Source: an optimization exercise on an open RTL-to-GDS flow (aim: small area, a short achievable clock period and few clock cycles per item). Production flows keep margins and buffers that such runs may drop.

==> module sc_quarter, before the edit <==
module sc_quarter #(parameter int W = 13)
(
    input  wire [4*(W+1)-1:0] y,
    input  wire [3:0]         nz,
    input  wire [3:0]         fr,
    output logic [3:0]        u,
    output logic [3:0]        ps
);
    logic [W:0]   y0, y1, y2, y3;
    logic [W:0]   sum0, dif0, sum1, dif1;
    logic         ge0, eq0, ge1, eq1;
    logic [3:0]   xgt, xeq;          
    logic [3:0]   mgt, meq;          
    logic [3:0]   v0, v1;
    logic [1:0]   sel;
    logic [1:0]   ka;
    assign y0 = y[0*(W+1) +: W+1];
    assign y1 = y[1*(W+1) +: W+1];
    assign y2 = y[2*(W+1) +: W+1];
    assign y3 = y[3*(W+1) +: W+1];
    pe_g_pre #(.W(W)) u_g0 (.a(y0), .b(y2), .sum(sum0), .dif(dif0), .b_ge(ge0), .eq(eq0));
    pe_g_pre #(.W(W)) u_g1 (.a(y1), .b(y3), .sum(sum1), .dif(dif1), .b_ge(ge1), .eq(eq1));
    for (genvar k = 0; k < 4; k++) begin : g_x
        mag_cmp #(.W(W)) u_c (.a(k[0] ? y2[W-1:0] : y0[W-1:0]), .b(k[1] ? y3[W-1:0] : y1[W-1:0]),
                              .gt(xgt[k]), .eq(xeq[k]));
    end
    assign ka = {~ge1, ~ge0};
    leaf_dec u_la (.s0(y0[W] ^ y2[W]), .s1(y1[W] ^ y3[W]),
                   .nz0(nz[0] & nz[2]), .nz1(nz[1] & nz[3]),
                   .gt01(xgt[ka]), .eq01(xeq[ka]),
                   .fr0(fr[0]), .fr1(fr[1]), .u0(u[0]), .u1(u[1]));
    for (genvar k = 0; k < 4; k++) begin : g_m
        mag_cmp #(.W(W+1)) u_c (.a(k[0] ? dif0 : sum0), .b(k[1] ? dif1 : sum1),
                                .gt(mgt[k]), .eq(meq[k]));
    end
    for (genvar j = 0; j < 4; j++) begin : g_spec
        logic sub0, sub1;
        logic sg0, sg1;
        logic nzc0, nzc1;
        assign sub0 = y0[W] ^ j[0] ^ y2[W];
        assign sub1 = y1[W] ^ j[1] ^ y3[W];
        assign sg0  = sub0 ? (ge0 ? y2[W] : y0[W] ^ j[0]) : y2[W];
        assign sg1  = sub1 ? (ge1 ? y3[W] : y1[W] ^ j[1]) : y3[W];
        assign nzc0 = sub0 ? !eq0 : (nz[0] | nz[2]);
        assign nzc1 = sub1 ? !eq1 : (nz[1] | nz[3]);
        leaf_dec u_lb (.s0(sg0), .s1(sg1), .nz0(nzc0), .nz1(nzc1),
                       .gt01(mgt[{sub1, sub0}]), .eq01(meq[{sub1, sub0}]),
                       .fr0(fr[2]), .fr1(fr[3]), .u0(v0[j]), .u1(v1[j]));
    end
    assign sel  = {u[1], u[0] ^ u[1]};
    assign u[2] = v0[sel];
    assign u[3] = v1[sel];
    assign ps   = {u[3], u[2] ^ u[3], u[1] ^ u[3], u[0] ^ u[1] ^ u[2] ^ u[3]};
endmodule
make LEC_CHECK=0 ABC_AREA=1 CAP_MARGIN=20 CORE_MARGIN=2 CORE_UTILIZATION=55 PLACE_DENSITY=0.75 SETUP_SLACK_MARGIN=4.0 SLEW_MARGIN=20 TNS_END_PERCENT=100 finish   # period 10.0 ns
run.sh (not shown) runs the stock make flow with config.mk's settings and CLKGATE_MAP_FILE= SYNTH_SCRIPT=/design/flow/synth_recipe.tcl, a recipe that flattens the netlist after the stock synthesis.
Then changed:
--- a/flow/design.v
+++ b/flow/design.v
@@ -121,10 +121,32 @@
     assign sa_t = sa ^ t;
     assign sub  = sa_t ^ sb;
     assign y    = sub ? {(b_ge ? sb : sa_t), dif} : {sb, sum};
     assign nz   = sub ? !eq : (nza | nzb);
 endmodule
+module leaf_pair #(parameter int W = 14)
+(
+    input  wire [W:0]   l0,
+    input  wire [W:0]   l1,
+    input  wire         nz0,
+    input  wire         nz1,
+    input  wire         fr0,
+    input  wire         fr1,
+    output logic        u0,
+    output logic        u1
+);
+    logic s0, s1;
+    logic gt10, gt01;
+    logic sum_neg;
+    assign s0 = l0[W];
+    assign s1 = l1[W];
+    mag_gt #(.W(W)) u_b (.a(l0[W-1:0]), .b(l1[W-1:0]), .gt(gt01));
+    assign gt10 = ~gt01 & (l0[W-1:0] != l1[W-1:0]);
+    assign sum_neg = gt10 ? s1 : (gt01 ? s0 : (s0 & s1 & nz0));
+    assign u0 = !fr0 && nz0 && nz1 && (s0 ^ s1);
+    assign u1 = !fr1 && (u0 ? s1 : sum_neg);
+endmodule
 module mag_cmp #(parameter int W = 8)
 (
     input  wire [W-1:0] a,
     input  wire [W-1:0] b,
     output logic        gt,
@@ -160,32 +182,26 @@
     input  wire [3:0]         fr,
     output logic [3:0]        u,
     output logic [3:0]        ps
 );
     logic [W:0]   y0, y1, y2, y3;
+    logic [W:0]   l0, l1;
     logic [W:0]   sum0, dif0, sum1, dif1;
     logic         ge0, eq0, ge1, eq1;
-    logic [3:0]   xgt, xeq;          
     logic [3:0]   mgt, meq;          
     logic [3:0]   v0, v1;
     logic [1:0]   sel;
-    logic [1:0]   ka;
     assign y0 = y[0*(W+1) +: W+1];
     assign y1 = y[1*(W+1) +: W+1];
     assign y2 = y[2*(W+1) +: W+1];
     assign y3 = y[3*(W+1) +: W+1];
+    assign l0 = {y0[W] ^ y2[W], ge0 ? y0[W-1:0] : y2[W-1:0]};
+    assign l1 = {y1[W] ^ y3[W], ge1 ? y1[W-1:0] : y3[W-1:0]};
+    leaf_pair #(.W(W)) u_la (.l0(l0), .l1(l1), .nz0(nz[0] & nz[2]), .nz1(nz[1] & nz[3]),
+                             .fr0(fr[0]), .fr1(fr[1]), .u0(u[0]), .u1(u[1]));
     pe_g_pre #(.W(W)) u_g0 (.a(y0), .b(y2), .sum(sum0), .dif(dif0), .b_ge(ge0), .eq(eq0));
     pe_g_pre #(.W(W)) u_g1 (.a(y1), .b(y3), .sum(sum1), .dif(dif1), .b_ge(ge1), .eq(eq1));
-    for (genvar k = 0; k < 4; k++) begin : g_x
-        mag_cmp #(.W(W)) u_c (.a(k[0] ? y2[W-1:0] : y0[W-1:0]), .b(k[1] ? y3[W-1:0] : y1[W-1:0]),
-                              .gt(xgt[k]), .eq(xeq[k]));
-    end
-    assign ka = {~ge1, ~ge0};
-    leaf_dec u_la (.s0(y0[W] ^ y2[W]), .s1(y1[W] ^ y3[W]),
-                   .nz0(nz[0] & nz[2]), .nz1(nz[1] & nz[3]),
-                   .gt01(xgt[ka]), .eq01(xeq[ka]),
-                   .fr0(fr[0]), .fr1(fr[1]), .u0(u[0]), .u1(u[1]));
     for (genvar k = 0; k < 4; k++) begin : g_m
         mag_cmp #(.W(W+1)) u_c (.a(k[0] ? dif0 : sum0), .b(k[1] ? dif1 : sum1),
                                 .gt(mgt[k]), .eq(meq[k]));
     end
     for (genvar j = 0; j < 4; j++) begin : g_spec
Effect: The new run finished clean; utilization came out higher by 1.6 points; die area came out lower by 3.9%; final cell count came out lower by 1.1%; clock-buffer cell count came out higher by 7; cell area came out lower by 1.3%; hold slack barely changes; critical path depth came out higher by 8; via count came out lower by 2.0%; setup slack is better by 0.18 ns.
No functional check of the RTL was part of any run of this note.

==> afterwards: timing with drivers on the ports <==
The flow's constraints put no driver on any port. The routed layouts listed below were extracted and timed again, unchanged, in two steps.
Step 1 sets driving cells, clkbuf_16 on the clock port and buf_2 on the other inputs (assumed; they add their load-dependent delay and slew).
Step 2 moves the port delays by t, midway between the first and last clock arrival at a register: inputs arrive t later, outputs are due t later. That takes back most of the time a late clock gives input paths.
Slacks: no drivers / after step 1 / after step 2; pairs: no drivers / after step 1.
run	shift t [ns]	slack for setup (ns)	worst hold slack (ns)	clock arrival spread, ns	pins driven straight from the clock port
the first run	0.736	2.999 / 2.999 / 2.999	0.315 / 0.315 / 0.315	0.035 / 0.035	1
the second run	0.723	3.180 / 3.180 / 3.180	0.316 / 0.316 / 0.316	0.043 / 0.044	1
After both steps setup and hold are still met in every run listed.
